Background: an optimization exercise with open tools, aiming at small area. Do not read the settings as production practice. RTL that was checked went through simulation tests only; none was proved equivalent to the original. Only the layout flow was run in runs 1 to 3; the RTL was not checked for function there. Power and IR drop assume default switching activity.

File: design/flow/run.sh
#!/bin/bash
# synth_recipe.tcl (not shown) runs the flow's synth.tcl, then flattens the netlist and writes it again
# the make line also repeats each setting of config.mk as NAME=value (left out here)
make -C /OpenROAD-flow-scripts/flow DESIGN_CONFIG=/design/flow/config.mk WORK_HOME=/design/flow/orfs CLKGATE_MAP_FILE= SYNTH_SCRIPT=/design/flow/synth_recipe.tcl finish
File: design/flow/config.mk
export PLATFORM = sky130hd
export DESIGN_NAME = si_countrate
export DESIGN_NICKNAME = si_countrate
export VERILOG_FILES = /design/flow/design.v
export SDC_FILE = /design/flow/constraint.sdc
export NUM_CORES = 4
export LEC_CHECK = 0
export CAP_MARGIN = 20
export CORE_MARGIN = 2
export CORE_UTILIZATION = 40
export SLEW_MARGIN = 20
File: design/flow/constraint.sdc
create_clock -name core_clock -period 12.0 [get_ports {clk}]
set_input_delay 2.4000 -clock core_clock [delete_from_list [all_inputs] [get_ports {clk}]]
set_output_delay 2.4000 -clock core_clock [all_outputs]
set_load 0.01 [all_outputs]
File: design/flow/design.v
module si_countrate #(
    parameter int WORD_WIDTH = 4,
    parameter int CNT_WIDTH  = 16
) (
    input  logic                     clk,
    input  logic                     rst,
    input  logic                     s_axis_tvalid,
    output logic                     s_axis_tready,
    input  logic [WORD_WIDTH-1:0]    s_axis_tkeep,
    input  logic [5*WORD_WIDTH-1:0]  s_axis_channel,
    input  logic [64*WORD_WIDTH-1:0] s_axis_tagtime,
    input  logic [WORD_WIDTH-1:0]    s_axis_rising_edge,
    input  logic [7:0]               wb_adr_i,
    input  logic [31:0]              wb_dat_i,
    output logic [31:0]              wb_dat_o,
    input  logic                     wb_we_i,
    input  logic                     wb_stb_i,
    input  logic                     wb_cyc_i,
    output logic                     wb_ack_o
);
    localparam int NCH   = 32;
    localparam int PC_W  = $clog2(WORD_WIDTH + 1);
    localparam int SUM_W = CNT_WIDTH + PC_W;
    localparam logic [CNT_WIDTH-1:0] CNT_MAX = '1;
    localparam logic [63:0] WLEN_RESET = 64'd1_000_000_000;
    logic        ctrl_en_q;
    logic [1:0]  ctrl_mode_q;
    logic [63:0] wlen_q;
    logic [31:0] wdone_q;
    logic        gap_q;
    logic        sat_q;
    logic        ack_q;
    logic [31:0] dat_q;
    logic [31:0] rd_data;
    logic        wb_req;
    logic        wb_wr;
    logic        clr_status;
    logic        snap_vld_q;
    logic        ctrl_en_n;
    logic [1:0]  ctrl_mode_n;
    logic [63:0] wlen_n;
    logic [CNT_WIDTH-1:0] live_q [NCH];
    logic [CNT_WIDTH-1:0] snap_q [NCH];
    assign s_axis_tready = ~rst;
    assign wb_ack_o      = ack_q;
    assign wb_dat_o      = dat_q;
    assign wb_req     = wb_cyc_i & wb_stb_i & ~ack_q;
    assign wb_wr      = wb_req & wb_we_i;
    assign clr_status = wb_wr && (wb_adr_i == 8'h10);
    always_comb begin
        rd_data = '0;
        if (wb_adr_i[1:0] == 2'b00) begin
            if (wb_adr_i[7]) begin
                rd_data = snap_vld_q ? 32'(snap_q[wb_adr_i[6:2]]) : 32'd0;
            end else begin
                case (wb_adr_i[6:2])
                    5'd0:    rd_data = {29'd0, ctrl_mode_q, ctrl_en_q};
                    5'd1:    rd_data = wlen_q[31:0];
                    5'd2:    rd_data = wlen_q[63:32];
                    5'd3:    rd_data = wdone_q;
                    5'd4:    rd_data = {30'd0, sat_q, gap_q};
                    default: rd_data = '0;
                endcase
            end
        end
    end
    always_comb begin
        ctrl_en_n   = ctrl_en_q;
        ctrl_mode_n = ctrl_mode_q;
        wlen_n      = wlen_q;
        if (wb_wr && wb_adr_i == 8'h00) begin
            ctrl_en_n   = wb_dat_i[0];
            ctrl_mode_n = wb_dat_i[2:1];
        end
        if (wb_wr && wb_adr_i == 8'h04) wlen_n[31:0]  = wb_dat_i;
        if (wb_wr && wb_adr_i == 8'h08) wlen_n[63:32] = wb_dat_i;
        if (rst) begin
            ctrl_en_n   = 1'b0;
            ctrl_mode_n = 2'b00;
            wlen_n      = WLEN_RESET;
        end
    end
    always_ff @(posedge clk) begin
        ctrl_en_q   <= ctrl_en_n;
        ctrl_mode_q <= ctrl_mode_n;
        wlen_q      <= wlen_n;
        if (rst) begin
            ack_q <= 1'b0;
        end else begin
            ack_q <= wb_req;
            if (wb_req) begin
                dat_q <= rd_data;
            end
        end
    end
    logic [WORD_WIDTH-1:0]    acc_in;
    logic [63:0]              len_n;
    logic [63:0]              ftag_in;
    logic [WORD_WIDTH-1:0]    s1_acc_q;
    logic [5*WORD_WIDTH-1:0]  s1_ch_q;
    logic [64*WORD_WIDTH-1:0] s1_tag_q;
    logic [63:0]              s1_open_q;
    always_comb begin
        for (int i = 0; i < WORD_WIDTH; i++) begin
            acc_in[i] = s_axis_tvalid & s_axis_tkeep[i] & ctrl_en_q &
                        (ctrl_mode_q[1] | (s_axis_rising_edge[i] ^ ctrl_mode_q[0]));
        end
        len_n   = {wlen_n[63:1], wlen_n[0] | (wlen_n[63:1] == 63'd0)};
        ftag_in = s_axis_tagtime[64*(WORD_WIDTH-1) +: 64];
        for (int i = WORD_WIDTH - 2; i >= 0; i--) begin
            if (acc_in[i]) ftag_in = s_axis_tagtime[i*64 +: 64];
        end
    end
    always_ff @(posedge clk) begin
        s1_acc_q  <= acc_in;
        s1_ch_q   <= s_axis_channel;
        s1_tag_q  <= s_axis_tagtime;
        s1_open_q <= ftag_in + len_n;
    end
    logic                  started_q;
    logic [63:0]           wend_q;
    logic [WORD_WIDTH-1:0] acc2;
    logic [63:0]           len_eff;
    logic [63:0]           end_eff;
    logic [63:0]           end2;
    logic                  b_found;
    logic [63:0]           b_tag;
    logic [63:0]           wend_d;
    logic                  gap_d;
    logic [WORD_WIDTH-1:0] pre_d;
    logic [WORD_WIDTH-1:0] post_d;
    always_comb begin
        len_eff = {wlen_q[63:1], wlen_q[0] | (wlen_q[63:1] == 63'd0)};
        acc2    = ctrl_en_q ? s1_acc_q : '0;
        end_eff = started_q ? wend_q : s1_open_q;
        end2    = end_eff + len_eff;
        b_found = 1'b0;
        b_tag   = '0;
        pre_d   = acc2;
        post_d  = '0;
        for (int i = 0; i < WORD_WIDTH; i++) begin
            if (acc2[i] && !b_found && (s1_tag_q[i*64 +: 64] >= end_eff)) begin
                b_found = 1'b1;
                b_tag   = s1_tag_q[i*64 +: 64];
            end
            if (b_found) begin
                pre_d[i]  = 1'b0;
                post_d[i] = acc2[i];
            end
        end
        wend_d = end_eff;
        gap_d  = 1'b0;
        if (b_found) begin
            if (b_tag < end2) begin
                wend_d = end2;
            end else begin
                wend_d = b_tag + len_eff;
                gap_d  = 1'b1;
            end
        end
    end
    always_ff @(posedge clk) begin
        if (rst || !ctrl_en_q) begin
            started_q <= 1'b0;
            wend_q    <= '0;
        end else if (acc2 != '0) begin
            started_q <= 1'b1;
            wend_q    <= wend_d;
        end
    end
    logic [WORD_WIDTH-1:0]   s2_pre_q;
    logic [WORD_WIDTH-1:0]   s2_post_q;
    logic [5*WORD_WIDTH-1:0] s2_ch_q;
    logic                    s2_close_q;
    logic                    s2_gap_q;
    always_ff @(posedge clk) begin
        s2_pre_q   <= pre_d;
        s2_post_q  <= post_d;
        s2_ch_q    <= s1_ch_q;
        s2_close_q <= b_found;
        s2_gap_q   <= gap_d;
    end
    logic [CNT_WIDTH-1:0] sat_pre [NCH];
    logic [CNT_WIDTH-1:0] live_d  [NCH];
    logic                 sat_hit;
    logic                 live_keep;
    logic                 snap_take;
    always_comb begin
        logic [WORD_WIDTH-1:0] a, p;
        logic [2:0] pc, qc;
        logic       s1, c1, cc;
        logic [3:0] lo;
        logic       allhi, sat;
        logic [CNT_WIDTH:3] cy;
        sat_hit = 1'b0;
        for (int c = 0; c < NCH; c++) begin
            for (int i = 0; i < WORD_WIDTH; i++) begin
                a[i] = (s2_ch_q[i*5 +: 5] == 5'(c)) & s2_pre_q[i];
                p[i] = (s2_ch_q[i*5 +: 5] == 5'(c)) & s2_post_q[i];
            end
            s1 = a[0] ^ a[1] ^ a[2];
            c1 = (a[0] & a[1]) | (a[2] & (a[0] ^ a[1]));
            pc = {c1 & s1 & a[3], c1 ^ (s1 & a[3]), s1 ^ a[3]};
            s1 = p[0] ^ p[1] ^ p[2];
            c1 = (p[0] & p[1]) | (p[2] & (p[0] ^ p[1]));
            qc = {c1 & s1 & p[3], c1 ^ (s1 & p[3]), s1 ^ p[3]};
            lo    = {1'b0, live_q[c][2:0]} + {1'b0, pc};
            allhi = &live_q[c][CNT_WIDTH-1:3];
            sat   = lo[3] & allhi;
            cy[3] = lo[3] & ~allhi;
            sat_pre[c][2:0] = lo[2:0] | {3{sat}};
            for (int b = 3; b < CNT_WIDTH; b++) begin
                sat_pre[c][b] = live_q[c][b] ^ cy[b];
                cy[b+1]       = live_q[c][b] & cy[b];
            end
            if ((pc != 3'd0) && allhi && (lo[3] || (lo[2:0] == 3'd7))) sat_hit = 1'b1;
            live_d[c] = s2_close_q ? CNT_WIDTH'(qc) : sat_pre[c];
        end
    end
    assign live_keep = ~rst & ctrl_en_q;
    assign snap_take = live_keep & s2_close_q;
    always_ff @(posedge clk) begin
        for (int c = 0; c < NCH; c++) begin
            live_q[c] <= live_keep ? live_d[c] : '0;
            if (snap_take) begin
                snap_q[c] <= sat_pre[c];
            end
        end
        if (rst) begin
            snap_vld_q <= 1'b0;
            wdone_q    <= '0;
            gap_q      <= 1'b0;
            sat_q      <= 1'b0;
        end else begin
            gap_q <= (gap_q & ~(clr_status & wb_dat_i[0])) |
                     (ctrl_en_q & s2_close_q & s2_gap_q);
            sat_q <= (sat_q & ~(clr_status & wb_dat_i[1])) |
                     (ctrl_en_q & sat_hit);
            if (snap_take) begin
                snap_vld_q <= 1'b1;
                wdone_q    <= wdone_q + 32'd1;
            end
        end
    end
endmodule
==> results of run 1 <==
per-stage QoR:
step | total power [W] | util, % | setup slack, ns | cell area [µm²] | std cells
finish | 0.01243 | 46.77 | 1.174 | 98990 | 11730
global route | 0.01278 | 46.76 | 1.110 | 98980 | 11730
CTS | 0.01247 | 46.73 | 1.384 | 98920 | 11720
detailed placement | 0.006722 | 43.78 | 1.334 | 92670 | 11390
global placement | 0.006717 | 43.76 | 1.354 | 92630 | 11390
floorplan | 0.006254 | - | 2.084 | 85010 | 8353
Yosys cell counts (18+ instances only):
cell type  count  share of area (%)
a22oi_1      147                1.3
nand2_1      712                3.1
nor4_1        85               0.63
a21oi_1      523                3.1
edfxtp_1     544                 19
a221oi_1     108                1.1
mux2_2        18               0.24
o21ai_0      294                1.7
a221o_1       94                1.1
and2_1       436                3.2
nand3b_1      38               0.34
nand4_1      223                1.6
o221ai_1      23               0.24
o211ai_1      26               0.23
nor3_1        73               0.43
nand3_1      177                1.0
a21o_1       185                1.6
o21a_1        30               0.26
or3_1         18               0.13
nor2b_1       53               0.39
o21bai_1      35               0.31
a31oi_1       30               0.22
a211oi_1      53               0.47
nor2_1       642                2.8
fa_1          99                2.3
ha_1        1053                 15
inv_1        252                1.1
and3_1        59               0.43
o31ai_1       30               0.26
clkbuf_1     312                1.4
xor2_1       180                1.9
nand2b_1     111               0.82
a222oi_1      34               0.40
dfxtp_1     1054                 25
mux2i_1       76               0.89
xnor2_1      158                1.6
a22o_1       137                1.4
buf_1         23               0.10
registers in the layout, summed over array words and instances, names as in the netlist, 2 cells and up:
register     cells
s1_tag_q       256
wlen_q          64
s2_ch_q         20
s2_pre_q         4
wend_q          64
dat_q           32
s1_acc_q         4
s1_ch_q         20
snap_q         512
s1_open_q       64
wdone_q         32
live_q         512
s2_post_q        4
ctrl_mode_q      2
worst min-delay path by stage:
| stage | end | start |
|---|---|---|
| after CTS | s2_ch_q[14]$_DFF_P_ | s1_ch_q[14]$_DFF_P_ |
| after floorplan | s2_ch_q[0]$_DFF_P_ | s1_ch_q[0]$_DFF_P_ |
| after global routing | s2_ch_q[3]$_DFF_P_ | s1_ch_q[3]$_DFF_P_ |
| after global placement | s2_ch_q[3]$_DFF_P_ | s1_ch_q[3]$_DFF_P_ |
| final | s2_ch_q[14]$_DFF_P_ | s1_ch_q[14]$_DFF_P_ |
| after detailed placement | s2_ch_q[3]$_DFF_P_ | s1_ch_q[3]$_DFF_P_ |
worst max-delay path, delay by kind of cell, from the launching register on:
| kind | cells | cell delay, ns |
|---|---|---|
| adders and majority gates | 2 | 0.51 |
| buffers and inverters | 2 | 0.83 |
| DFF | 1 | 0.91 |
| AOI/OAI and AO/OA | 9 | 3.30 |
| and+or+nand+nor | 10 | 4.18 |
| muxes | 1 | 0.74 |
logic make-up after synthesis:
family	after synthesis	share of synthesized area, %
compound gates	1899	15.35
xor+xnor	338	3.483
fa+ha+maj	1152	17.83
buf+inv	599	2.689
flops	1598	44.04
mux	94	1.133
simple gates	2673	15.48
layout make-up:
cell class / count / area, µm² / area share, %
clock inverter: 82 / 1172 / 1.184
antenna: 10 / 25.02 / 0.02528
timing repair buffer: 561 / 5182 / 5.235
multi-input combinational: 6156 / 45610 / 46.07
inverter: 254 / 955.9 / 0.9657
clock buffer: 249 / 5076 / 5.128
sequential: 1598 / 37440 / 37.82
tap: 2821 / 3530 / 3.566
cell usage in the layout, fill, tap and decap left out, drive strengths merged, types with 147 or more instances in the layout:
cell / n
xnor2: 158
a21oi: 523
ha: 1053
dfxtp: 1054
edfxtp: 544
clkdlybuf4s50: 362
o21ai: 299
a22oi: 147
nor2: 644
and2: 436
buf: 198
a21o: 185
nand4: 223
inv: 261
xor2: 180
clkbuf: 250
nand2: 713
nand3: 178
power by group through the flow:
stage	Clock (W)	Combinational [W]	Sequential, W
after floorplan	0	0.000476	0.00578
after global placement	0	0.000904	0.00581
after detailed placement	0	0.000913	0.00581
after CTS	0.00586	0.000920	0.00569
after global routing	0.00607	0.00101	0.00570
final	0.00579	0.000939	0.00570
metal layers:
metal	wire (µm)	GRT usage (%)	share of wire, %	vias up
li1	-	-	-	31560
met3	26090	5.488	7.4	766
met1	141400	39.50	40	34600
met2	161000	51.33	46	3245
met5	46	0	0.013	-
met4	23980	18.57	6.8	6
==> flow_metrics.env, run 1 <==
export IMPL_area_delta_synth_final_pct=16.45
export IMPL_power_share_clock_pct=46.6
export IMPL_worstSetupPathType="reg2reg"
export IMPL_r2r_slack_ns=1.17
export IMPL_seq_area_frac_synth_pct=44.04
export IMPL_cap_violations=0
export IMPL_hold_class="reg2reg"
export IMPL_antenna_found_initial=14
export IMPL_place_gp_congestion=1.000
export IMPL_final_nets=10230
export IMPL_wirelength_mm=352.5
export IMPL_switching_share_pct=25.16
export IMPL_worstSetupEndpoint="wend_q[63]$_SDFFE_PN0P_"
export IMPL_critPathSlowestCell="dfxtp_4"
export IMPL_synth_warning_count=5
export IMPL_fillers=19590
export IMPL_htree_num_levels=4
export IMPL_clk_latency_ns=0.90
export IMPL_finalMaxSlewViolations=0
export IMPL_slew_headroom_pct=16.05
export IMPL_tns_ns=0
export IMPL_min_delay_path_depth=0
export IMPL_post_cts_setup_buffer_count=0
export IMPL_worst_setup_path_start_kind="flip-flop"
export IMPL_r2r_end="wend_q[63]$_SDFFE_PN0P_"
export IMPL_grt_overflow=0
export IMPL_switching_power_w=0.003126
export IMPL_ir_drop_v=0.0001561
export IMPL_clockBufferDepth=3
export IMPL_clockRootBuffer="clkbuf_16"
export IMPL_wl_per_cell_um=30.05
export IMPL_ys_ff_latch=1598
export IMPL_die_w_um=465.0
export IMPL_skew_ns=0.08613
export IMPL_synth_edff_count=544
export IMPL_max_freq_ghz=0.09237
export IMPL_cp_startpoint="started_q$_SDFFE_PN0P_"
export IMPL_avgSynthCellArea_um2=10.18
export IMPL_cts_buffers=177
export IMPL_async_reset_ff_share_pct=0
export IMPL_synth_distinct_cells=89
export IMPL_numPortBuffers=363
export IMPL_vias=70180
export IMPL_setup_viol_count_final=0
export IMPL_dpl_hpwl_mm=273.7
export IMPL_grt_max_degree=287
export IMPL_rsz0062_at_grt="no"
export IMPL_comb_power_share_pct=7.6
export IMPL_routed_via_density=5.982
export IMPL_r2r_cells=24
export IMPL_whs_ns=0.3230
export IMPL_row_count=169
export IMPL_synthFlopType="dfxtp_1"
export IMPL_die_h_um=465.0
export IMPL_start_util_pct=40.16
export IMPL_clk_pin_slew_ns=0.06
export IMPL_track_usage_pct=31.63
export IMPL_cp_cell_sequence="buf_4 -> mux2i_1 -> ha_1 -> and3_1 -> nand3_1 -> or4_1 -> or4_1 -> nor3_1 -> a2111oi_1 -> nor2_2 -> and3_2 -> buf_4 -> a221o_1 -> ha_1 -> a2111oi_0 -> o21ai_0 -> a311oi_1 -> a21oi_1 -> o221a_2 -> and2_1 -> a221o_2 -> nor2_4 -> nor2_1 -> a221oi_1"
export IMPL_grt_pass1_wl_mm=495.1
export IMPL_post_route_min_period_ns=10.83
export IMPL_pin_count=364
export IMPL_die_area_mm2=0.2162
export IMPL_crit_required_ns=12.73
export IMPL_initialDrtViolationCount=7603
export IMPL_ant_nets=0
export IMPL_arrival_ns=11.55
export IMPL_outcome="finished clean"
export IMPL_critPathMaxStageDelay_ns=0.91
export IMPL_synthesis_instances=8353
export IMPL_grt_pass1_vias=69150
export IMPL_period_share_pct=90.21
export IMPL_p_per_area_mw_per_mm2=125.5
export IMPL_hold_violations=0
export IMPL_path_max_fanout=38
export IMPL_syn_nets=9835
export IMPL_clock_sinks=1598
export IMPL_cts_tree="built"
export IMPL_drive_gt1_share_pct=6.674
export IMPL_drc=0
export IMPL_endpoint_kind="flip-flop"
export IMPL_leakagePower_nw=42.79
export IMPL_synth_area_mm2=0.08501
export IMPL_r2r_start="started_q$_SDFFE_PN0P_"
export IMPL_dr_pass1_iters=6
export IMPL_cts_hold_buf=0
export IMPL_core_area_mm2=0.2117
export IMPL_post_cts_resize_count=0
export IMPL_p_int_w=0.009300
export IMPL_worst_slew_pin_transition_ns=1.251
export IMPL_seqPwrFrac_pct=45.8
==> run 2, diff against run 1 <==
--- a/design/flow/design.v
+++ b/design/flow/design.v
@@ -94,4 +94,36 @@
         end
     end
+    function automatic logic [63:0] add64(input logic [63:0] x, input logic [63:0] y);
+        logic [63:0] g, p, gg, pp;
+        g  = x & y;
+        p  = x ^ y;
+        gg = g;
+        pp = p;
+        for (int l = 0; l < 6; l++) begin
+            for (int i = (2 << l) - 1; i < 64; i += (2 << l)) begin
+                gg[i] = gg[i] | (pp[i] & gg[i - (1 << l)]);
+                pp[i] = pp[i] & pp[i - (1 << l)];
+            end
+        end
+        for (int l = 4; l >= 0; l--) begin
+            for (int i = 3 * (1 << l) - 1; i < 64; i += (2 << l)) begin
+                gg[i] = gg[i] | (pp[i] & gg[i - (1 << l)]);
+                pp[i] = pp[i] & pp[i - (1 << l)];
+            end
+        end
+        add64 = p ^ {gg[62:0], 1'b0};
+    endfunction
+    function automatic logic ge64(input logic [63:0] x, input logic [63:0] y);
+        logic [63:0] g, p;
+        g = x & ~y;
+        p = x | ~y;
+        for (int l = 0; l < 6; l++) begin
+            for (int i = (2 << l) - 1; i < 64; i += (2 << l)) begin
+                g[i] = g[i] | (p[i] & g[i - (1 << l)]);
+                p[i] = p[i] & p[i - (1 << l)];
+            end
+        end
+        ge64 = g[63] | p[63];
+    endfunction
     logic [WORD_WIDTH-1:0]    acc_in;
     logic [63:0]              len_n;
@@ -100,5 +132,4 @@
     logic [5*WORD_WIDTH-1:0]  s1_ch_q;
     logic [64*WORD_WIDTH-1:0] s1_tag_q;
-    logic [63:0]              s1_open_q;
     always_comb begin
         for (int i = 0; i < WORD_WIDTH; i++) begin
@@ -113,26 +144,32 @@
     end
     always_ff @(posedge clk) begin
-        s1_acc_q  <= acc_in;
-        s1_ch_q   <= s_axis_channel;
-        s1_tag_q  <= s_axis_tagtime;
-        s1_open_q <= ftag_in + len_n;
+        s1_acc_q <= acc_in;
+        s1_ch_q  <= s_axis_channel;
+        s1_tag_q <= s_axis_tagtime;
     end
     logic                  started_q;
     logic [63:0]           wend_q;
     logic [WORD_WIDTH-1:0] acc2;
-    logic [63:0]           len_eff;
-    logic [63:0]           end_eff;
-    logic [63:0]           end2;
+    logic                  any2;
+    logic                  open_mode;
+    logic [63:0]           len_q;
+    logic [63:0]           sum_a;
+    logic [63:0]           sum_b;
+    logic [63:0]           sum1;
     logic                  b_found;
     logic [63:0]           b_tag;
-    logic [63:0]           wend_d;
+    logic [63:0]           gap_end;
     logic                  gap_d;
+    logic                  started_n;
     logic [WORD_WIDTH-1:0] pre_d;
     logic [WORD_WIDTH-1:0] post_d;
     always_comb begin
-        len_eff = {wlen_q[63:1], wlen_q[0] | (wlen_q[63:1] == 63'd0)};
-        acc2    = ctrl_en_q ? s1_acc_q : '0;
-        end_eff = started_q ? wend_q : s1_open_q;
-        end2    = end_eff + len_eff;
+        len_q     = {wlen_q[63:1], wlen_q[0] | (wlen_q[63:1] == 63'd0)};
+        acc2      = ctrl_en_q ? s1_acc_q : '0;
+        any2      = acc2 != '0;
+        open_mode = ~started_q & ~any2;
+        sum_a     = open_mode ? ftag_in : wend_q;
+        sum_b     = open_mode ? len_n : len_q;
+        sum1      = add64(sum_a, sum_b);
         b_found = 1'b0;
         b_tag   = '0;
@@ -140,5 +177,5 @@
         post_d  = '0;
         for (int i = 0; i < WORD_WIDTH; i++) begin
-            if (acc2[i] && !b_found && (s1_tag_q[i*64 +: 64] >= end_eff)) begin
+            if (acc2[i] && !b_found && ge64(s1_tag_q[i*64 +: 64], wend_q)) begin
                 b_found = 1'b1;
                 b_tag   = s1_tag_q[i*64 +: 64];
@@ -149,22 +186,14 @@
             end
         end
-        wend_d = end_eff;
-        gap_d  = 1'b0;
-        if (b_found) begin
-            if (b_tag < end2) begin
-                wend_d = end2;
-            end else begin
-                wend_d = b_tag + len_eff;
-                gap_d  = 1'b1;
-            end
-        end
-    end
-    always_ff @(posedge clk) begin
-        if (rst || !ctrl_en_q) begin
-            started_q <= 1'b0;
-            wend_q    <= '0;
-        end else if (acc2 != '0) begin
-            started_q <= 1'b1;
-            wend_q    <= wend_d;
+        gap_end = add64(b_tag, len_q);
+        gap_d   = b_found & ge64(b_tag, sum1);
+        started_n = ~rst & ctrl_en_q & (started_q | any2);
+    end
+    always_ff @(posedge clk) begin
+        started_q <= started_n;
+        if (!started_n || open_mode) begin
+            wend_q <= sum1;
+        end else if (b_found) begin
+            wend_q <= gap_d ? gap_end : sum1;
         end
     end
==> flow_metrics.env, run 2 <==
export IMPL_outcome="finished clean"
export IMPL_numPortBuffers=363
export IMPL_antenna_found_initial=18
export IMPL_vias=65460
export IMPL_hold_class="reg2reg"
export IMPL_grt_pass1_wl_mm=461.0
export IMPL_async_reset_ff_share_pct=0
export IMPL_synth_top_area_share_pct=23.42
export IMPL_area_delta_synth_final_pct=17.74
export IMPL_cts_hold_buf=0
export IMPL_track_usage_pct=31.35
export IMPL_grt_max_degree=296
export IMPL_path_max_fanout=21
export IMPL_synth_edff_count=608
export IMPL_whs_ns=0.2862
export IMPL_max_freq_ghz=0.08694
export IMPL_cp_startpoint="wb_adr_i[6]"
export IMPL_synth_distinct_cells=101
export IMPL_worst_setup_path_start_kind="input pin"
export IMPL_endpoint_kind="flip-flop"
export IMPL_reg_top3="live_q: 512 flops, snap_q: 512 flops, s1_tag_q: 256 flops"
export IMPL_stdcell_area_mm2=0.09320
export IMPL_seq_area_frac_synth_pct=46.48
export IMPL_layout_cells_most_common="dfxtp_1"
export IMPL_die_area_mm2=0.2015
export IMPL_yosys_area_top_type="dfxtp_1"
export IMPL_period_share_pct=95.85
export IMPL_r2r_slack_ns=1.71
export IMPL_fillers=18300
export IMPL_initialDrtViolationCount=7311
export IMPL_row_count=163
export IMPL_synth_area_mm2=0.07916
export IMPL_htree_num_levels=4
export IMPL_wl_per_cell_um=29.66
export IMPL_cts_buffers=169
export IMPL_leakagePower_nw=39.14
export IMPL_rsz0062_at_grt="no"
export IMPL_drc=0
export IMPL_synth_warning_count=5
export IMPL_synth_common_cells="926 x dfxtp_1, 745 x nand2_1, 667 x ha_1"
export IMPL_cts_tree="built"
export IMPL_clockRootBuffer="clkbuf_16"
export IMPL_worst_slew_pin_transition_ns=1.286
export IMPL_critPathMaxStageDelay_ns=0.57
export IMPL_routed_via_density=5.962
export IMPL_worstSetupPathType="in2reg"
export IMPL_dpl_instance_area_mm2=0.08738
export IMPL_tns_ns=0
export IMPL_die_w_um=448.9
export IMPL_skew_ns=0.07298
export IMPL_synthesis_instances=7717
export IMPL_p_per_area_mw_per_mm2=124.8
export IMPL_slew_headroom_pct=13.15
export IMPL_ys_ff_latch=1534
export IMPL_clockBufferDepth=3
export IMPL_worstSetupEndpoint="wend_q[8]$_DFFE_PP_"
export IMPL_ant_nets=0
export IMPL_drive_gt1_share_pct=8.688
export IMPL_avgSynthCellArea_um2=10.26
export IMPL_clock_sinks=1534
export IMPL_clk_latency_ns=0.87
export IMPL_place_gp_congestion=0.9809
export IMPL_dpl_hpwl_mm=248.5
export IMPL_cap_violations=0
export IMPL_setup_viol_count_final=0
export IMPL_synth_most_common_cell="dfxtp_1"
export IMPL_clk_pin_slew_ns=0.06
export IMPL_dr_pass1_iters=7
export IMPL_wirelength_mm=325.6
export IMPL_r2r_cells=36
export IMPL_core_area_mm2=0.1970
export IMPL_synthFlopType="dfxtp_1"
export IMPL_final_cell_mix="925 x dfxtp_1, 741 x nand2_1, 667 x ha_1"
export IMPL_seqCellArea_mm2=0.03680
export IMPL_final_nets=9347
export IMPL_arrival_ns=12.06
export IMPL_crit_required_ns=12.56
export IMPL_start_util_pct=40.18
export IMPL_pin_count=364
export IMPL_syn_nets=8874
export IMPL_ir_drop_v=0.0001578
export IMPL_synth_area_top_cells="dfxtp_1 23%, edfxtp_1 23%, ha_1 11%"
export IMPL_post_route_min_period_ns=11.50
export IMPL_grt_pass1_vias=64110
export IMPL_grt_overflow=0
export IMPL_r2r_start="wend_q[59]$_DFFE_PP_"
export IMPL_multi_input_area_mm2=0.03970
export IMPL_hold_violations=0
export IMPL_die_h_um=448.9
export IMPL_r2r_end="wend_q[63]$_DFFE_PP_"
export IMPL_critPathSlowestCell="fa_1"
export IMPL_finalMaxSlewViolations=0
export IMPL_min_delay_path_depth=0
[run 2: cell count changes after synthesis, moves of 96 or more]
cell	previous run	this run
and3_1	59	466
dfxtp_1	1054	926
ha_1	1053	667
a21o_1	185	89
inv_1	252	422
a21oi_1	523	370
o21ai_0	294	142
and2_1	436	9
[run 2: repair_timing]
item                                    CTS  global route
gates resized for setup                   0             9
endpoints found under the setup margin    0            64
setup buffers                             0             1
[run 2: worst max-delay path: cells and delay by family]
kind | cells | cell delay [ns]
compound gates | 21 | 4.19
simple gates | 11 | 2.40
buf+inv | 9 | 1.67
fa+ha+maj | 3 | 0.98
mux | 1 | 0.35
[run 2: worst min path at each step]
stage	start	end	slack, ns
6_report	s1_ch_q[5]$_DFF_P_	s2_ch_q[5]$_DFF_P_	0.29
5_1_grt	s1_ch_q[5]$_DFF_P_	s2_ch_q[5]$_DFF_P_	0.30
4_1_cts	s1_ch_q[5]$_DFF_P_	s2_ch_q[5]$_DFF_P_	0.29
3_5_place_dp	s1_ch_q[17]$_DFF_P_	s2_ch_q[17]$_DFF_P_	0.31
3_3_place_gp	s1_ch_q[2]$_DFF_P_	s2_ch_q[2]$_DFF_P_	0.31
2_1_floorplan	s1_ch_q[0]$_DFF_P_	s2_ch_q[0]$_DFF_P_	0.31
[run 2: stage by stage]
stage | instances | worst slack (ns) | total power (W) | utilization, %
finish | 10980 | 0.4981 | 0.01163 | 47.31
global route | 10980 | 0.05860 | 0.01194 | 47.31
CTS | 10970 | 0.2354 | 0.01167 | 47.26
detailed placement | 10660 | -0.5726 | 0.006347 | 44.35
global placement | 10660 | -0.5851 | 0.006353 | 44.34
floorplan | 7717 | -0.08635 | 0.005950 | -
[run 2: cell families after synthesis]
| family | Yosys count | synth area share (%) |
|---|---|---|
| XOR/XNOR | 230 | 2.545 |
| multiplexers | 130 | 1.709 |
| adder cells (fa/ha/maj) | 898 | 15.50 |
| flip-flops | 1534 | 46.48 |
| AND/OR/NAND/NOR | 2609 | 16.24 |
| AO/OA/AOI/OAI | 1527 | 13.64 |
| buffers and inverters | 789 | 3.877 |
[run 2: per-layer routing]
metal / up-vias / GRT usage, % / part of all wire, %
met5: - / 0 / 0.012
met4: 6 / 19.64 / 7.3
met3: 713 / 4.968 / 7.5
met2: 3164 / 50.37 / 46
met1: 32360 / 39.40 / 39
li1: 29210 / - / -
[run 2: cell type report]
class / instances / area share, %
antenna: 6 / 0.01611
clock buffer: 243 / 5.228
clock inverter: 71 / 0.9250
inverter: 429 / 1.736
multi-input combinational: 5394 / 42.60
sequential: 1534 / 39.48
tap: 2640 / 3.544
timing repair buffer: 662 / 6.472
[run 2: power breakdown]
part | total [W] | internal (W) | switching [W]
Combinational | 0.000703 | 0.000288 | 0.000415
Clock | 0.00537 | 0.00302 | 0.00235
Sequential | 0.00556 | 0.00546 | 0.000106
Total | 0.0116 | 0.00876 | 0.00287
==> run 3, diff against run 2 <==
--- a/design/flow/config.mk
+++ b/design/flow/config.mk
@@ -8,4 +8,6 @@
 export CAP_MARGIN = 20
 export CORE_MARGIN = 2
-export CORE_UTILIZATION = 40
+export CORE_UTILIZATION = 65
+export CTS_BUF_LIST = sky130_fd_sc_hd__clkbuf_4 sky130_fd_sc_hd__clkbuf_8
+export PLACE_DENSITY = 0.72
 export SLEW_MARGIN = 20
==> flow_metrics.env, run 3 <==
export IMPL_stdcell_area_mm2=0.09132
export IMPL_layout_cells_most_common="dfxtp_1"
export IMPL_dpl_hpwl_mm=224.9
export IMPL_drc=0
export IMPL_grt_max_degree=300
export IMPL_clock_sinks=1534
export IMPL_antenna_found_initial=24
export IMPL_place_gp_congestion=1.076
export IMPL_pin_count=364
export IMPL_hold_class="reg2reg"
export IMPL_critPathMaxStageDelay_ns=0.44
export IMPL_dpl_instance_area_mm2=0.08589
export IMPL_synth_common_cells="926 x dfxtp_1, 745 x nand2_1, 667 x ha_1"
export IMPL_area_delta_synth_final_pct=15.37
export IMPL_yosys_area_top_type="dfxtp_1"
export IMPL_clockRootBuffer="clkbuf_8"
export IMPL_path_max_fanout=23
export IMPL_grt_pass1_wl_mm=442.4
export IMPL_endpoint_kind="flip-flop"
export IMPL_start_util_pct=65.29
export IMPL_synth_most_common_cell="dfxtp_1"
export IMPL_synth_distinct_cells=101
export IMPL_seq_area_frac_synth_pct=46.48
export IMPL_synthesis_instances=7717
export IMPL_numPortBuffers=363
export IMPL_critPathSlowestCell="clkdlybuf4s50_1"
export IMPL_initialDrtViolationCount=11200
export IMPL_met3_usage_pct=15.03
export IMPL_ant_nets=0
export IMPL_arrival_ns=11.84
export IMPL_die_area_mm2=0.1246
export IMPL_p_per_area_mw_per_mm2=122.0
export IMPL_comb_power_share_pct=6.2
export IMPL_crit_buf_inv=9
export IMPL_die_w_um=353.0
export IMPL_drive_gt1_share_pct=10.03
export IMPL_skew_ns=0.07803
export IMPL_syn_nets=8874
export IMPL_setup_viol_count_final=0
export IMPL_seqPwrFrac_pct=49.9
export IMPL_cpLargestDelayFamily="compound AO/OA/AOI/OAI gates"
export IMPL_synth_edff_count=608
export IMPL_die_h_um=353.0
export IMPL_grt_pass1_vias=67780
export IMPL_clk_pin_slew_ns=0.07
export IMPL_row_count=128
export IMPL_period_share_pct=92.57
export IMPL_final_cell_mix="925 x dfxtp_1, 741 x nand2_1, 667 x ha_1"
export IMPL_switching_power_w=0.002759
export IMPL_synth_top_area_share_pct=23.42
export IMPL_switching_share_pct=24.76
export IMPL_synth_area_mm2=0.07916
export IMPL_async_reset_ff_share_pct=0
export IMPL_ys_ff_latch=1534
export IMPL_post_route_min_period_ns=11.11
export IMPL_htree_num_levels=4
export IMPL_outcome="finished clean"
export IMPL_vias=69330
export IMPL_avgSynthCellArea_um2=10.26
export IMPL_track_usage_pct=48.21
export IMPL_gr_usage_met1_pct=58.83
export IMPL_reg_top3="live_q: 512 flops, snap_q: 512 flops, s1_tag_q: 256 flops"
export IMPL_crit_required_ns=12.73
export IMPL_top_usage_layer="met2"
export IMPL_cts_tree="built"
export IMPL_synthFlopType="dfxtp_1"
export IMPL_wl_per_cell_um=30.65
export IMPL_dr_pass1_iters=9
export IMPL_ir_drop_v=0.0001367
export IMPL_post_cts_setup_buffer_count=0
export IMPL_worst_slew_pin_transition_ns=1.362
export IMPL_leakagePower_nw=39.07
export IMPL_cts_buffers=235
export IMPL_grt_overflow=0
export IMPL_tns_ns=0
export IMPL_max_freq_ghz=0.09003
export IMPL_slew_headroom_pct=8.949
export IMPL_path_common_cell="buf_4"
export IMPL_core_area_mm2=0.1212
export IMPL_fin_util_pct=75.33
export IMPL_cap_violations=0
export IMPL_finalMaxSlewViolations=0
export IMPL_hold_violations=0
export IMPL_routed_via_density=6.886
export IMPL_use_met2_pct=70.28
export IMPL_wirelength_mm=308.5
export IMPL_worst_setup_path_start_kind="input pin"
export IMPL_clk_latency_ns=1.04
export IMPL_final_nets=9381
export IMPL_rsz0062_at_grt="no"
export IMPL_worstSetupPathType="in2reg"
export IMPL_synth_area_top_cells="dfxtp_1 23%, edfxtp_1 23%, ha_1 11%"
export IMPL_synth_warning_count=5
export IMPL_power_share_clock_pct=43.9
export IMPL_p_int_w=0.008383
export IMPL_final_cells=10070
export IMPL_dpl_cell_count=9611
export IMPL_clockBufferDepth=3
## run 3: cell counts after synthesis
No cell type changed its count.
## run 3: cell families (layout without fill, tap and decap cells)
| family | count (synthesis) | in the layout | synth area share, % |
|---|---|---|---|
| AND/OR/NAND/NOR | 2609 | 2609 | 16.24 |
| flip-flops | 1534 | 1534 | 46.48 |
| AO/OA/AOI/OAI | 1527 | 1527 | 13.64 |
| adder cells (fa/ha/maj) | 898 | 898 | 15.50 |
| buffers and inverters | 789 | 1498 | 3.877 |
| XOR/XNOR | 230 | 230 | 2.545 |
| multiplexers | 130 | 130 | 1.709 |
| other | 0 | 16 | 0 |
## run 3: worst paths after layout
path	start	end	slack, ns	cells past startpoint
setup / recovery	wb_adr_i[7]	wend_q[0]$_DFFE_PP_	0.89	47
hold / removal	s1_ch_q[6]$_DFF_P_	s2_ch_q[6]$_DFF_P_	0.33	0
setup reg to reg	wend_q[19]$_DFFE_PP_	wend_q[63]$_DFFE_PP_	1.36	35
hold reg to reg	s1_ch_q[6]$_DFF_P_	s2_ch_q[6]$_DFF_P_	0.33	0
## run 3: final cells by class
cell class,count,area [µm²]
Clock inverter,74,805.8
Inverter,429,1618
Sequential cell,1534,36800
Antenna cell,16,40.04
Clock buffer,365,4511
Fill cell,8071,29910
Multi-Input combinational cell,5394,39680
Timing Repair Buffer,630,5841
Tap cell,1625,2033
## run 3: worst reg2reg max path, delay by kind of cell, from the launching register on
| family | cells | cell delay, ns |
|---|---|---|
| xor gates and xnor gates | 2 | 0.36 |
| AOI/OAI and AO/OA | 18 | 4.90 |
| DFF | 1 | 0.57 |
| buffers and inverters | 1 | 0.06 |
| and+or+nand+nor | 10 | 3.43 |
| muxes | 1 | 0.08 |
| adders and majority gates | 3 | 0.99 |
## run 3: metrics by stage
stage,power (W),hold slack [ns],worst slack [ns]
after floorplan,0.005950,0.3096,-0.08635
after global placement,0.006313,0.3112,-0.008343
after detailed placement,0.006313,0.3128,-0.2024
after CTS,0.01107,0.3264,0.7911
after global routing,0.01136,0.3224,0.1193
final,0.01114,0.3252,0.8922
## run 3: power groups by stage
| stage | clock network (W) | registers, W | logic [W] |
|---|---|---|---|
| 5_1_grt | 0.00509 | 0.00556 | 0.000719 |
| 2_1_floorplan | 0 | 0.00561 | 0.000335 |
| 3_5_place_dp | 0 | 0.00566 | 0.000657 |
| 3_3_place_gp | 0 | 0.00566 | 0.000652 |
| 6_report | 0.00489 | 0.00556 | 0.000694 |
| 4_1_cts | 0.00486 | 0.00555 | 0.000664 |
## run 3: what timing repair did
item	4_1_cts	5_1_grt
hold buffers	0	0
setup endpoints to repair	0	56
gates resized for setup	0	4
## run 3: layer usage
| layer | wire length, µm | vias up |
|---|---|---|
| met2 | 128200 | 5693 |
| met1 | 105900 | 32930 |
| li1 | - | 29320 |
| met5 | 55 | - |
| met4 | 30550 | 8 |
| met3 | 43860 | 1370 |
==> run 4, diff against run 3 <==
--- a/design/flow/design.v
+++ b/design/flow/design.v
@@ -215,9 +215,22 @@
     logic                 live_keep;
     logic                 snap_take;
+    logic [3:0] hpre  [WORD_WIDTH];
+    logic [3:0] hpost [WORD_WIDTH];
+    logic [7:0] lo8   [WORD_WIDTH];
+    always_comb begin
+        for (int i = 0; i < WORD_WIDTH; i++) begin
+            for (int k = 0; k < 4; k++) begin
+                hpre[i][k]  = s2_pre_q[i]  & (s2_ch_q[i*5+3 +: 2] == 2'(k));
+                hpost[i][k] = s2_post_q[i] & (s2_ch_q[i*5+3 +: 2] == 2'(k));
+            end
+            for (int j = 0; j < 8; j++) begin
+                lo8[i][j] = (s2_ch_q[i*5 +: 3] == 3'(j));
+            end
+        end
+    end
     always_comb begin
         logic [WORD_WIDTH-1:0] a, p;
-        logic [2:0] pc, qc;
-        logic       s1, c1, cc;
-        logic [3:0] lo;
+        logic       s1, k1, k2, k3, c3;
+        logic [2:0] lo, qc;
         logic       allhi, sat;
         logic [CNT_WIDTH:3] cy;
@@ -225,23 +238,27 @@
         for (int c = 0; c < NCH; c++) begin
             for (int i = 0; i < WORD_WIDTH; i++) begin
-                a[i] = (s2_ch_q[i*5 +: 5] == 5'(c)) & s2_pre_q[i];
-                p[i] = (s2_ch_q[i*5 +: 5] == 5'(c)) & s2_post_q[i];
-            end
-            s1 = a[0] ^ a[1] ^ a[2];
-            c1 = (a[0] & a[1]) | (a[2] & (a[0] ^ a[1]));
-            pc = {c1 & s1 & a[3], c1 ^ (s1 & a[3]), s1 ^ a[3]};
-            s1 = p[0] ^ p[1] ^ p[2];
-            c1 = (p[0] & p[1]) | (p[2] & (p[0] ^ p[1]));
-            qc = {c1 & s1 & p[3], c1 ^ (s1 & p[3]), s1 ^ p[3]};
-            lo    = {1'b0, live_q[c][2:0]} + {1'b0, pc};
+                a[i] = hpre[i][c >> 3]  & lo8[i][c & 7];
+                p[i] = hpost[i][c >> 3] & lo8[i][c & 7];
+            end
+            s1 = live_q[c][0] ^ a[0] ^ a[1];
+            k1 = (live_q[c][0] & a[0]) | (a[1] & (live_q[c][0] ^ a[0]));
+            lo[0] = s1 ^ a[2] ^ a[3];
+            k2 = (s1 & a[2]) | (a[3] & (s1 ^ a[2]));
+            lo[1] = live_q[c][1] ^ k1 ^ k2;
+            k3 = (live_q[c][1] & k1) | (k2 & (live_q[c][1] ^ k1));
+            lo[2] = live_q[c][2] ^ k3;
+            c3    = live_q[c][2] & k3;
             allhi = &live_q[c][CNT_WIDTH-1:3];
-            sat   = lo[3] & allhi;
-            cy[3] = lo[3] & ~allhi;
-            sat_pre[c][2:0] = lo[2:0] | {3{sat}};
+            sat   = c3 & allhi;
+            cy[3] = c3 & ~allhi;
+            sat_pre[c][2:0] = lo | {3{sat}};
             for (int b = 3; b < CNT_WIDTH; b++) begin
                 sat_pre[c][b] = live_q[c][b] ^ cy[b];
                 cy[b+1]       = live_q[c][b] & cy[b];
             end
-            if ((pc != 3'd0) && allhi && (lo[3] || (lo[2:0] == 3'd7))) sat_hit = 1'b1;
+            if ((a != '0) && allhi && (c3 || (lo == 3'd7))) sat_hit = 1'b1;
+            s1 = p[0] ^ p[1] ^ p[2];
+            k1 = (p[0] & p[1]) | (p[2] & (p[0] ^ p[1]));
+            qc = {k1 & s1 & p[3], k1 ^ (s1 & p[3]), s1 ^ p[3]};
             live_d[c] = s2_close_q ? CNT_WIDTH'(qc) : sat_pre[c];
         end
--- a/design/flow/config.mk
+++ b/design/flow/config.mk
@@ -8,6 +8,4 @@
 export CAP_MARGIN = 20
 export CORE_MARGIN = 2
-export CORE_UTILIZATION = 65
-export CTS_BUF_LIST = sky130_fd_sc_hd__clkbuf_4 sky130_fd_sc_hd__clkbuf_8
-export PLACE_DENSITY = 0.72
+export CORE_UTILIZATION = 40
 export SLEW_MARGIN = 20
==> flow_metrics.env, run 4 <==
export IMPL_cpLargestDelayFamily="compound AO/OA/AOI/OAI gates"
export IMPL_rsz0062_at_grt="no"
export IMPL_wl_met3_mm=25.40
export IMPL_grt_overflow=0
export IMPL_synth_most_common_cell="dfxtp_1"
export IMPL_initialDrtViolationCount=7048
export IMPL_max_freq_ghz=0.08863
export IMPL_hold_end="s2_ch_q[0]$_DFF_P_"
export IMPL_route_met2_wl_mm=143.2
export IMPL_cts_buffers=167
export IMPL_tns_ns=0
export IMPL_start_util_pct=40.16
export IMPL_r2r_start="s1_tag_q[171]$_DFF_P_"
export IMPL_synth_common_cells="926 x dfxtp_1, 705 x nand2_1, 608 x edfxtp_1"
export IMPL_cts_hold_buf=0
export IMPL_endpoint_kind="flip-flop"
export IMPL_clk_pin_slew_ns=0.06
export IMPL_min_delay_path_depth=0
export IMPL_synth_top_area_share_pct=24.04
export IMPL_dpl_cell_count=10180
export IMPL_synth_edff_count=608
export IMPL_dr_pass1_iters=6
export IMPL_grt_max_degree=269
export IMPL_syn_nets=8390
export IMPL_drive_gt1_share_pct=9.219
export IMPL_leakagePower_nw=38.74
export IMPL_critPathMaxStageDelay_ns=0.47
export IMPL_seqCellArea_mm2=0.03680
export IMPL_ant_nets=0
export IMPL_crit_buf_inv=8
export IMPL_layout_cells_most_common="dfxtp_1"
export IMPL_highest_signal_layer="met5"
export IMPL_post_cts_resize_count=0
export IMPL_period_share_pct=94.02
export IMPL_yosys_area_top_type="dfxtp_1"
export IMPL_outcome="finished clean"
export IMPL_place_gp_congestion=0.9995
export IMPL_clockBufferDepth=3
export IMPL_arrival_ns=11.82
export IMPL_wl_per_cell_um=29.89
export IMPL_final_cell_mix="926 x dfxtp_1, 704 x nand2_1, 608 x edfxtp_1"
export IMPL_synthFlopType="dfxtp_1"
export IMPL_clockRootBuffer="clkbuf_16"
export IMPL_r2r_end="wend_q[63]$_DFFE_PP_"
export IMPL_routed_via_density=5.876
export IMPL_die_area_mm2=0.1963
export IMPL_cts_tree="built"
export IMPL_track_usage_pct=31.26
export IMPL_cap_violations=0
export IMPL_row_count=161
export IMPL_worst_slew_pin_transition_ns=1.352
export IMPL_die_w_um=443.0
export IMPL_hold_violations=0
export IMPL_synth_distinct_cells=98
export IMPL_avgSynthCellArea_um2=10.57
export IMPL_power_w=0.01167
export IMPL_grt_pass1_vias=60930
export IMPL_synthesis_instances=7297
export IMPL_vias=61670
export IMPL_wl_met1_mm=124.3
export IMPL_hold_class="reg2reg"
export IMPL_post_cts_setup_buffer_count=0
export IMPL_core_area_mm2=0.1920
export IMPL_critPathSlowestCell="nor4_2"
export IMPL_dpl_hpwl_mm=243.2
export IMPL_synth_area_mm2=0.07710
export IMPL_clk_latency_ns=0.86
export IMPL_async_reset_ff_share_pct=0
export IMPL_holdCritStartpoint="s1_ch_q[0]$_DFF_P_"
export IMPL_final_nets=8917
export IMPL_pin_count=364
export IMPL_fillers=17710
export IMPL_worst_setup_path_start_kind="input pin"
export IMPL_skew_ns=0.05387
export IMPL_area_delta_synth_final_pct=18.37
export IMPL_ir_drop_v=0.0001518
export IMPL_synth_warning_count=8
export IMPL_r2r_cells=31
export IMPL_slew_headroom_pct=9.838
export IMPL_ys_ff_latch=1534
export IMPL_clock_sinks=1534
export IMPL_setup_viol_count_final=0
export IMPL_drc=0
export IMPL_numPortBuffers=363
export IMPL_path_max_fanout=32
export IMPL_p_per_area_mw_per_mm2=127.8
export IMPL_r2r_slack_ns=1.06
export IMPL_grt_pass1_wl_mm=443.1
export IMPL_htree_num_levels=4
export IMPL_multi_input_area_mm2=0.03800
export IMPL_die_h_um=443.0
export IMPL_wirelength_mm=313.7
export IMPL_fin_util_pct=47.54
export IMPL_reg_top3="live_q: 512 flops, snap_q: 512 flops, s1_tag_q: 256 flops"
export IMPL_cp_startpoint="wb_adr_i[6]"
export IMPL_finalMaxSlewViolations=0
export IMPL_crit_required_ns=12.54
export IMPL_synth_area_top_cells="dfxtp_1 24%, edfxtp_1 24%, ha_1 9.3%"
export IMPL_worstSetupPathType="in2reg"
export IMPL_whs_ns=0.3241
export IMPL_final_cells=10500
export IMPL_seq_area_frac_synth_pct=47.73
export IMPL_antenna_found_initial=13
export IMPL_post_route_min_period_ns=11.28
run 4: cell types whose count changed after synthesis, sizes merged, moves of 32 or more:
cell    delta
a211oi    -57
a21o      -40
a21oi     -40
and2     +424
and3     -444
clkbuf    -43
fa        +32
ha        -96
inv       -47
nand2     -40
nor2      -99
nor2b     +44
nor3      -66
xnor2     -44
run 4: stage by stage:
step	worst slack (ns)	cell area, µm²
finish	0.7174	91260
detailed placement	-0.3558	85410
global placement	-0.2552	85410
floorplan	1.538	77100
global route	0.03984	91260
CTS	0.4601	91220
run 4: worst max-delay path by stage:
stage                     depth (start not counted)                       to  slack (ns)
after floorplan                                   5  live_q[0][1]$_SDFF_PN0_        1.54
after global placement                           47     wend_q[33]$_DFFE_PP_       -0.26
after detailed placement                         47     wend_q[33]$_DFFE_PP_       -0.36
after CTS                                        47     wend_q[33]$_DFFE_PP_        0.46
after global routing                             47     wend_q[33]$_DFFE_PP_        0.04
final                                            47     wend_q[33]$_DFFE_PP_        0.72
run 4: routing by layer:
metal | vias to the layer above | GRT usage, %
met1 | 30570 | 39.17
li1 | 27560 | -
met4 | 6 | 17.70
met3 | 669 | 6.281
met2 | 2860 | 50.27
met5 | - | 0
run 4: final cells by class:
type | instances | area share [%]
repair buffers | 668 | 6.638
inverters | 378 | 1.556
multi-input cells | 5075 | 41.64
clock buffers | 224 | 5.195
flip-flops and latches | 1534 | 40.32
diodes | 8 | 0.02194
clock inverters | 83 | 1.164
well taps | 2526 | 3.463
run 4: kinds of logic after synthesis:
family	count (synthesis)	synth area share [%]
AOI/OAI and AO/OA	1445	13.48
xor gates and xnor gates	164	1.863
adders and majority gates	842	15.28
buffers and inverters	688	3.449
DFF	1534	47.73
muxes	146	2.011
and+or+nand+nor	2478	16.19
run 4: power by group:
group	internal (W)	switching, W	total [W]
Sequential	0.00546	0.000110	0.00557
Clock	0.00311	0.00233	0.00544
Combinational	0.000286	0.000376	0.000662
Total	0.00885	0.00281	0.0117
run 4: worst reg2reg max path: cells and delay by family, from the launching register on:
family / cells / cell delay [ns]
flops: 1 / 0.48
fa+ha+maj: 2 / 0.56
simple gates: 9 / 3.14
xor+xnor: 2 / 0.38
buf+inv: 2 / 0.42
mux: 1 / 0.09
compound gates: 15 / 5.64
==> run 5, diff against run 4 <==
--- a/design/flow/config.mk
+++ b/design/flow/config.mk
@@ -6,6 +6,8 @@
 export NUM_CORES = 4
 export LEC_CHECK = 0
-export CAP_MARGIN = 20
+export CAP_MARGIN = 10
 export CORE_MARGIN = 2
-export CORE_UTILIZATION = 40
-export SLEW_MARGIN = 20
+export CORE_UTILIZATION = 50
+export CTS_CLUSTER_DIAMETER = 60
+export CTS_CLUSTER_SIZE = 20
+export SLEW_MARGIN = 10
==> flow_metrics.env, run 5 <==
export IMPL_synth_area_top_cells="dfxtp_1 24%, edfxtp_1 24%, ha_1 9.3%"
export IMPL_r2r_cells=32
export IMPL_dpl_instance_area_mm2=0.08433
export IMPL_hold_violations=0
export IMPL_synth_warning_count=8
export IMPL_path_common_cell="a21oi_1"
export IMPL_numPortBuffers=363
export IMPL_track_usage_pct=37.61
export IMPL_grt_overflow=0
export IMPL_worst_setup_path_start_kind="input pin"
export IMPL_final_cell_mix="926 x dfxtp_1, 704 x nand2_1, 608 x edfxtp_1"
export IMPL_core_area_mm2=0.1535
export IMPL_period_share_pct=95.47
export IMPL_setup_viol_count_final=0
export IMPL_synth_edff_count=608
export IMPL_critPathMaxStageDelay_ns=0.67
export IMPL_pin_count=364
export IMPL_clockRootBuffer="clkbuf_16"
export IMPL_ys_ff_latch=1534
export IMPL_r2r_end="wend_q[63]$_DFFE_PP_"
export IMPL_synthFlopType="dfxtp_1"
export IMPL_htree_num_levels=3
export IMPL_endpoint_kind="flip-flop"
export IMPL_arrival_ns=11.95
export IMPL_synthSimpleGateAreaFrac_pct=16.19
export IMPL_synth_area_mm2=0.07710
export IMPL_cp_startpoint="wb_adr_i[6]"
export IMPL_drc=0
export IMPL_finalMaxSlewViolations=0
export IMPL_synth_top_family_by_area="simple AND/OR/NAND/NOR gates"
export IMPL_stdcell_area_mm2=0.08866
export IMPL_outcome="finished clean"
export IMPL_synth_top_area_share_pct=24.04
export IMPL_critPathSlowestCell="clkdlybuf4s50_1"
export IMPL_worst_slew_pin_transition_ns=1.361
export IMPL_grt_pass1_wl_mm=426.6
export IMPL_synthMuxAreaShare_pct=2.011
export IMPL_ir_drop_v=0.0001199
export IMPL_layout_cells_most_common="dfxtp_1"
export IMPL_initialDrtViolationCount=6859
export IMPL_die_h_um=396.7
export IMPL_vias=61390
export IMPL_area_delta_synth_final_pct=15.00
export IMPL_start_util_pct=50.22
export IMPL_dr_pass1_iters=10
export IMPL_synthAdderAreaFrac_pct=15.28
export IMPL_clock_sinks=1534
export IMPL_antenna_found_initial=24
export IMPL_synth_most_common_cell="dfxtp_1"
export IMPL_routed_via_density=6.214
export IMPL_hold_class="reg2reg"
export IMPL_post_route_min_period_ns=11.46
export IMPL_yosys_area_top_type="dfxtp_1"
export IMPL_r2r_slack_ns=1.47
export IMPL_max_freq_ghz=0.08729
export IMPL_grt_pass1_vias=60140
export IMPL_slew_headroom_pct=8.081
export IMPL_leakagePower_nw=37.68
export IMPL_p_per_area_mw_per_mm2=119.2
export IMPL_worstSetupEndpoint="wend_q[3]$_DFFE_PP_"
export IMPL_r2r_start="s1_tag_q[171]$_DFF_P_"
export IMPL_synth_distinct_cells=98
export IMPL_fin_util_pct=57.76
export IMPL_ant_nets=0
export IMPL_synth_common_cells="926 x dfxtp_1, 705 x nand2_1, 608 x edfxtp_1"
export IMPL_wl_per_cell_um=30.55
export IMPL_die_area_mm2=0.1574
export IMPL_worstSetupPathType="in2reg"
export IMPL_async_reset_ff_share_pct=0
export IMPL_cts_buffers=120
export IMPL_die_w_um=396.7
export IMPL_row_count=144
export IMPL_whs_ns=0.3305
export IMPL_cts_tree="built"
export IMPL_clk_pin_slew_ns=0.08
export IMPL_post_cts_resize_count=0
export IMPL_synth_compound_area_share_pct=13.48
export IMPL_clk_latency_ns=0.81
export IMPL_seq_area_frac_synth_pct=47.73
export IMPL_clockBufferDepth=3
export IMPL_path_max_fanout=29
export IMPL_reg_top3="live_q: 512 flops, snap_q: 512 flops, s1_tag_q: 256 flops"
export IMPL_dpl_hpwl_mm=234.4
export IMPL_crit_required_ns=12.50
export IMPL_drive_gt1_share_pct=7.791
export IMPL_place_gp_congestion=1.048
export IMPL_syn_nets=8390
export IMPL_grt_max_degree=235
export IMPL_synth_xor_area_share_pct=1.863
export IMPL_wirelength_mm=301.8
export IMPL_post_cts_setup_buffer_count=0
export IMPL_fillers=13210
export IMPL_cts_hold_buf=0
export IMPL_skew_ns=0.07400
export IMPL_synthesis_instances=7297
export IMPL_cap_violations=0
export IMPL_avgSynthCellArea_um2=10.57
export IMPL_final_nets=8805
run 5: cell counts after synthesis:
No cell type changed its count.
run 5: metal layers:
metal	global-route usage [%]	part of all wire [%]	up-vias
li1	-	-	27310
met1	48.32	40	30340
met2	59.99	45	3046
met3	7.528	8.9	676
met4	19.74	6.2	12
met5	0	0.021	-
run 5: how the worst min path moves through the flow:
stage	end	from	cells after the start	slack (ns)
after floorplan	s2_ch_q[0]$_DFF_P_	s1_ch_q[0]$_DFF_P_	0	0.31
after global placement	s2_ch_q[16]$_DFF_P_	s1_ch_q[16]$_DFF_P_	0	0.31
after detailed placement	s2_ch_q[0]$_DFF_P_	s1_ch_q[0]$_DFF_P_	0	0.31
after CTS	s2_ch_q[13]$_DFF_P_	s1_ch_q[13]$_DFF_P_	0	0.33
after global routing	s2_ch_q[16]$_DFF_P_	s1_ch_q[16]$_DFF_P_	0	0.34
final	s2_ch_q[13]$_DFF_P_	s1_ch_q[13]$_DFF_P_	0	0.33
run 5: stage by stage:
| stage | worst slack (ns) | setup TNS, ns | instances | total power [W] |
|---|---|---|---|---|
| after floorplan | 1.538 | 0 | 7297 | 0.005931 |
| after global placement | -0.04875 | -0.3100 | 9634 | 0.006295 |
| after detailed placement | -0.1549 | -6.839 | 9634 | 0.006291 |
| after CTS | 0.5786 | 0 | 9861 | 0.01060 |
| after global routing | -0.02126 | -0.04589 | 9861 | 0.01085 |
| final | 0.5439 | 0 | 9879 | 0.01057 |
run 5: worst max-delay path: cells and delay by family:
kind,cells,cell delay (ns)
multiplexers,2,0.44
AO/OA/AOI/OAI,21,3.70
XOR/XNOR,1,0.22
buffers and inverters,7,1.73
AND/OR/NAND/NOR,11,2.55
adder cells (fa/ha/maj),3,0.83
run 5: report_power, final:
part	internal [W]	switching (W)	total, W
registers	0.00545	0.000113	0.00556
logic	0.000275	0.000363	0.000639
clock network	0.00213	0.00225	0.00437
total	0.00785	0.00272	0.0106
run 5: kinds of logic (layout without fill, tap and decap cells):
| kind of cell | after synthesis | count (layout) |
|---|---|---|
| AO/OA/AOI/OAI | 1445 | 1445 |
| XOR/XNOR | 164 | 164 |
| adder cells (fa/ha/maj) | 842 | 842 |
| buffers and inverters | 688 | 1208 |
| flip-flops | 1534 | 1534 |
| multiplexers | 146 | 146 |
| other | 0 | 18 |
| AND/OR/NAND/NOR | 2478 | 2478 |
run 5: cell type report:
cell class                      instances  area, µm²  area share, %
Clock buffer                          145       3168          3.573
Inverter                              378       1420          1.602
Timing Repair Buffer                  603       5583          6.297
Sequential cell                      1534      36800          41.50
Tap cell                             2044       2557          2.885
Clock inverter                         82       1100          1.240
Antenna cell                           18      45.04        0.05080
Multi-Input combinational cell       5075      37990          42.85
==> run 6, diff against run 5 <==
==> design/flow/flow/run.sh (new file) <==
#!/bin/bash
set -euo pipefail
export BUFFER_PORTS_ARGS="-buffer_cell sky130_fd_sc_hd__buf_1"
bash standard.sh > standard.log 2>&1
==> design/flow/standard.sh (new file) <==
#!/bin/bash
# synth_recipe.tcl (not shown) runs the flow's synth.tcl, then flattens the netlist and writes it again
# the make line also repeats each setting of config.mk as NAME=value (left out here)
make -C /OpenROAD-flow-scripts/flow DESIGN_CONFIG=/design/flow/config.mk WORK_HOME=/design/flow/orfs CLKGATE_MAP_FILE= SYNTH_SCRIPT=/design/flow/synth_recipe.tcl "${@:-finish}"
--- a/design/flow/config.mk
+++ b/design/flow/config.mk
@@ -11,3 +11,4 @@
 export CTS_CLUSTER_DIAMETER = 60
 export CTS_CLUSTER_SIZE = 20
+export GPL_TIMING_DRIVEN = 0
 export SLEW_MARGIN = 10
removed: design/flow/run.sh
==> flow_metrics.env, run 6 <==
export IMPL_ant_nets=0
export IMPL_worst_slack_ns=-0.08494
export IMPL_synth_distinct_cells=98
export IMPL_track_usage_pct=42.95
export IMPL_synth_common_cells="926 x dfxtp_1, 705 x nand2_1, 608 x edfxtp_1"
export IMPL_power_share_clock_pct=43.4
export IMPL_worst_setup_path_start_kind="flip-flop"
export IMPL_critPathSlowestCell="clkdlybuf4s15_1"
export IMPL_numPortBuffers=359
export IMPL_antenna_found_initial=40
export IMPL_synth_edff_count=608
export IMPL_htree_num_levels=4
export IMPL_ys_ff_latch=1534
export IMPL_cts_tree="built"
export IMPL_synth_top_area_share_pct=24.04
export IMPL_finalMaxSlewViolations=8
export IMPL_arrival_ns=12.64
export IMPL_grt_pass1_vias=62250
export IMPL_place_gp_congestion=1.051
export IMPL_yosys_area_top_type="dfxtp_1"
export IMPL_critPathMaxStageDelay_ns=1.01
export IMPL_clk_pin_slew_ns=0.08
export IMPL_worst_slew_pin_transition_ns=1.521
export IMPL_comb_power_share_pct=5.4
export IMPL_switching_power_w=0.002807
export IMPL_crit_required_ns=12.56
export IMPL_cts_buffers=134
export IMPL_worstSetupPathType="reg2reg"
export IMPL_period_share_pct=100.7
export IMPL_ir_drop_v=0.0001568
export IMPL_syn_nets=8390
export IMPL_clockRootBuffer="clkbuf_16"
export IMPL_initialDrtViolationCount=8569
export IMPL_clockBufferDepth=3
export IMPL_area_delta_synth_final_pct=12.70
export IMPL_cap_violations=1
export IMPL_slew_headroom_pct=-1.781
export IMPL_die_w_um=396.7
export IMPL_path_max_fanout=10
export IMPL_grt_pass1_wl_mm=470.8
export IMPL_r2r_slack_ns=-0.08
export IMPL_setup_viol_count_final=1
export IMPL_wl_per_cell_um=34.31
export IMPL_row_count=144
export IMPL_endpoint_kind="flip-flop"
export IMPL_die_area_mm2=0.1574
export IMPL_leakagePower_nw=36.53
export IMPL_fin_util_pct=56.60
export IMPL_wirelength_mm=343.5
export IMPL_routed_via_density=6.389
export IMPL_dr_pass1_iters=8
export IMPL_p_per_area_mw_per_mm2=124.9
export IMPL_seq_area_frac_synth_pct=47.73
export IMPL_layout_cells_most_common="dfxtp_1"
export IMPL_synth_warning_count=8
export IMPL_synth_area_mm2=0.07710
export IMPL_reg_top3="live_q: 512 flops, snap_q: 512 flops, s1_tag_q: 256 flops"
export IMPL_tns_ns=-0.08494
export IMPL_synth_most_common_cell="dfxtp_1"
export IMPL_drc=0
export IMPL_hold_class="reg2reg"
export IMPL_switching_share_pct=25.86
export IMPL_pin_count=364
export IMPL_violatedChecks="max-capacitance violations, max-slew violations, negative setup slack"
export IMPL_async_reset_ff_share_pct=0
export IMPL_post_route_min_period_ns=12.08
export IMPL_die_h_um=396.7
export IMPL_synth_area_top_cells="dfxtp_1 24%, edfxtp_1 24%, ha_1 9.3%"
export IMPL_drive_gt1_share_pct=6.492
export IMPL_synthesis_instances=7297
export IMPL_clk_latency_ns=0.84
export IMPL_final_nets=8930
export IMPL_final_cell_mix="926 x dfxtp_1, 703 x nand2_1, 608 x edfxtp_1"
export IMPL_seqCellArea_mm2=0.03680
export IMPL_synthFlopType="dfxtp_1"
export IMPL_cts_hold_buf=0
export IMPL_grt_overflow=0
export IMPL_avgSynthCellArea_um2=10.57
export IMPL_multi_input_area_mm2=0.03816
export IMPL_dpl_hpwl_mm=275.0
export IMPL_seqPwrFrac_pct=51.1
export IMPL_core_area_mm2=0.1535
export IMPL_max_freq_ghz=0.08275
export IMPL_start_util_pct=50.22
export IMPL_clock_sinks=1534
export IMPL_p_int_w=0.008047
export IMPL_skew_ns=0.04607
export IMPL_grt_max_degree=117
export IMPL_hold_violations=0
export IMPL_outcome="failed layout checks"
export IMPL_vias=63970
export IMPL_fillers=13690
[run 6: cell counts after synthesis]
Identical to the previous run, type by type.
[run 6: per-stage QoR]
stage	cell area [µm²]	setup slack [ns]	power (W)	std cells	hold slack, ns
2_1_floorplan	77100	1.538	0.005931	7297	0.3096
3_3_place_gp	81010	-3.236	0.006218	9700	0.3110
3_5_place_dp	81690	-3.011	0.006220	9735	0.3136
4_1_cts	86630	0.004758	0.01085	9985	0.3268
5_1_grt	86830	-0.002015	0.01110	9992	0.3337
6_report	86890	-0.08494	0.01085	10010	0.3255
[run 6: routing by layer]
layer  share of wire (%)  global-route usage, %  up-vias
met5               0.043                      0        -
met4                  10                  34.36       24
met3                  10                  9.410      979
met2                  44                  66.04     3761
met1                  36                  52.10    31620
li1                    -                      -    27590
[run 6: cell type report]
cell class,count,area share (%)
inverter,378,1.633
tap,2044,2.943
timing repair buffer,405,2.150
antenna,21,0.06048
sequential,1534,42.35
clock buffer,163,4.175
buffer,309,1.495
clock inverter,84,1.276
multi-input combinational,5075,43.92
[run 6: final timing paths]
check | start | end | depth (start not counted)
worst max-delay path | wend_q[61]$_DFFE_PP_ | wend_q[63]$_DFFE_PP_ | 32
worst min-delay path | s1_ch_q[11]$_DFF_P_ | s2_ch_q[11]$_DFF_P_ | 0
worst max register to register | wend_q[61]$_DFFE_PP_ | wend_q[63]$_DFFE_PP_ | 32
worst min register to register | s1_ch_q[11]$_DFF_P_ | s2_ch_q[11]$_DFF_P_ | 0
[run 6: power groups by stage]
stage                     clock (W)  sequential (W)  combinational (W)
after floorplan                   0         0.00561           0.000317
after global placement            0         0.00566           0.000553
after detailed placement          0         0.00566           0.000559
after CTS                   0.00474         0.00554           0.000565
after global routing        0.00493         0.00555           0.000619
final                       0.00471         0.00555           0.000590
[run 6: repair_timing]
action,in CTS,in global routing
pin swaps,5,11
buffers inserted,3,4
endpoints found under the setup margin,65,64
resized for setup,43,44
[run 6: cell families (layout without fill, tap and decap cells)]
group,after synthesis,in the layout,share of synthesized area [%]
XOR/XNOR,164,164,1.863
other,0,21,0
AO/OA/AOI/OAI,1445,1445,13.48
buffers and inverters,688,1339,3.449
multiplexers,146,146,2.011
flip-flops,1534,1534,47.73
adder cells (fa/ha/maj),842,842,15.28
AND/OR/NAND/NOR,2478,2478,16.19
[run 6: worst max-delay path, delay by kind of cell, from the launching register on]
kind	cells	cell delay (ns)
flip-flops	1	0.54
adder cells (fa/ha/maj)	2	0.59
multiplexers	1	0.09
AO/OA/AOI/OAI	15	5.00
XOR/XNOR	2	0.32
buffers and inverters	6	3.08
AND/OR/NAND/NOR	6	2.15

## what the ideal ports hide
How much do the figures lean on ideal ports? The routed layouts below were timed once more, with nothing changed but the port constraints. Step 1: set_driving_cell puts a clkbuf_16 on clk and a buf_2 on each other input, an assumption about the parent block. Step 2 times the ports against the registers' clock, not the clock port: input delays grow and output delays shrink by t, the midpoint of the rising clock arrivals with the driver on. Three values: ideal, step 1, step 2; two values: the first two.
| run | t, ns | setup slack, ns | hold slack, ns | worst setup path after step 2 | clock arrival spread, ns |
|---|---|---|---|---|---|
| run 1 | 0.947 | 1.174 / 1.174 / 1.174 | 0.323 / 0.323 / 0.323 | register to register | 0.094 / 0.094 |
| run 2 | 0.927 | 0.498 / 0.566 / -0.361 | 0.286 / 0.286 / 0.286 | input to register | 0.076 / 0.076 |
| run 3 | 1.077 | 0.892 / 0.946 / -0.131 | 0.325 / 0.325 / 0.325 | input to register | 0.088 / 0.088 |
| run 4 | 0.925 | 0.717 / 0.790 / -0.135 | 0.324 / 0.324 / 0.324 | input to register | 0.060 / 0.060 |
| run 5 | 0.861 | 0.544 / 0.611 / -0.250 | 0.331 / 0.331 / 0.331 | input to register | 0.086 / 0.086 |
| run 6 | 0.896 | -0.085 / -0.085 / -0.731 | 0.325 / 0.325 / 0.325 | input to register | 0.059 / 0.058 |
With both steps, setup timing fails in run 2, run 3, run 4 and run 5, where it was met with ideal ports. The setup slack of run 3, which loses most, moves by +0.054 ns with the drivers and by -1.023 ns with both steps.
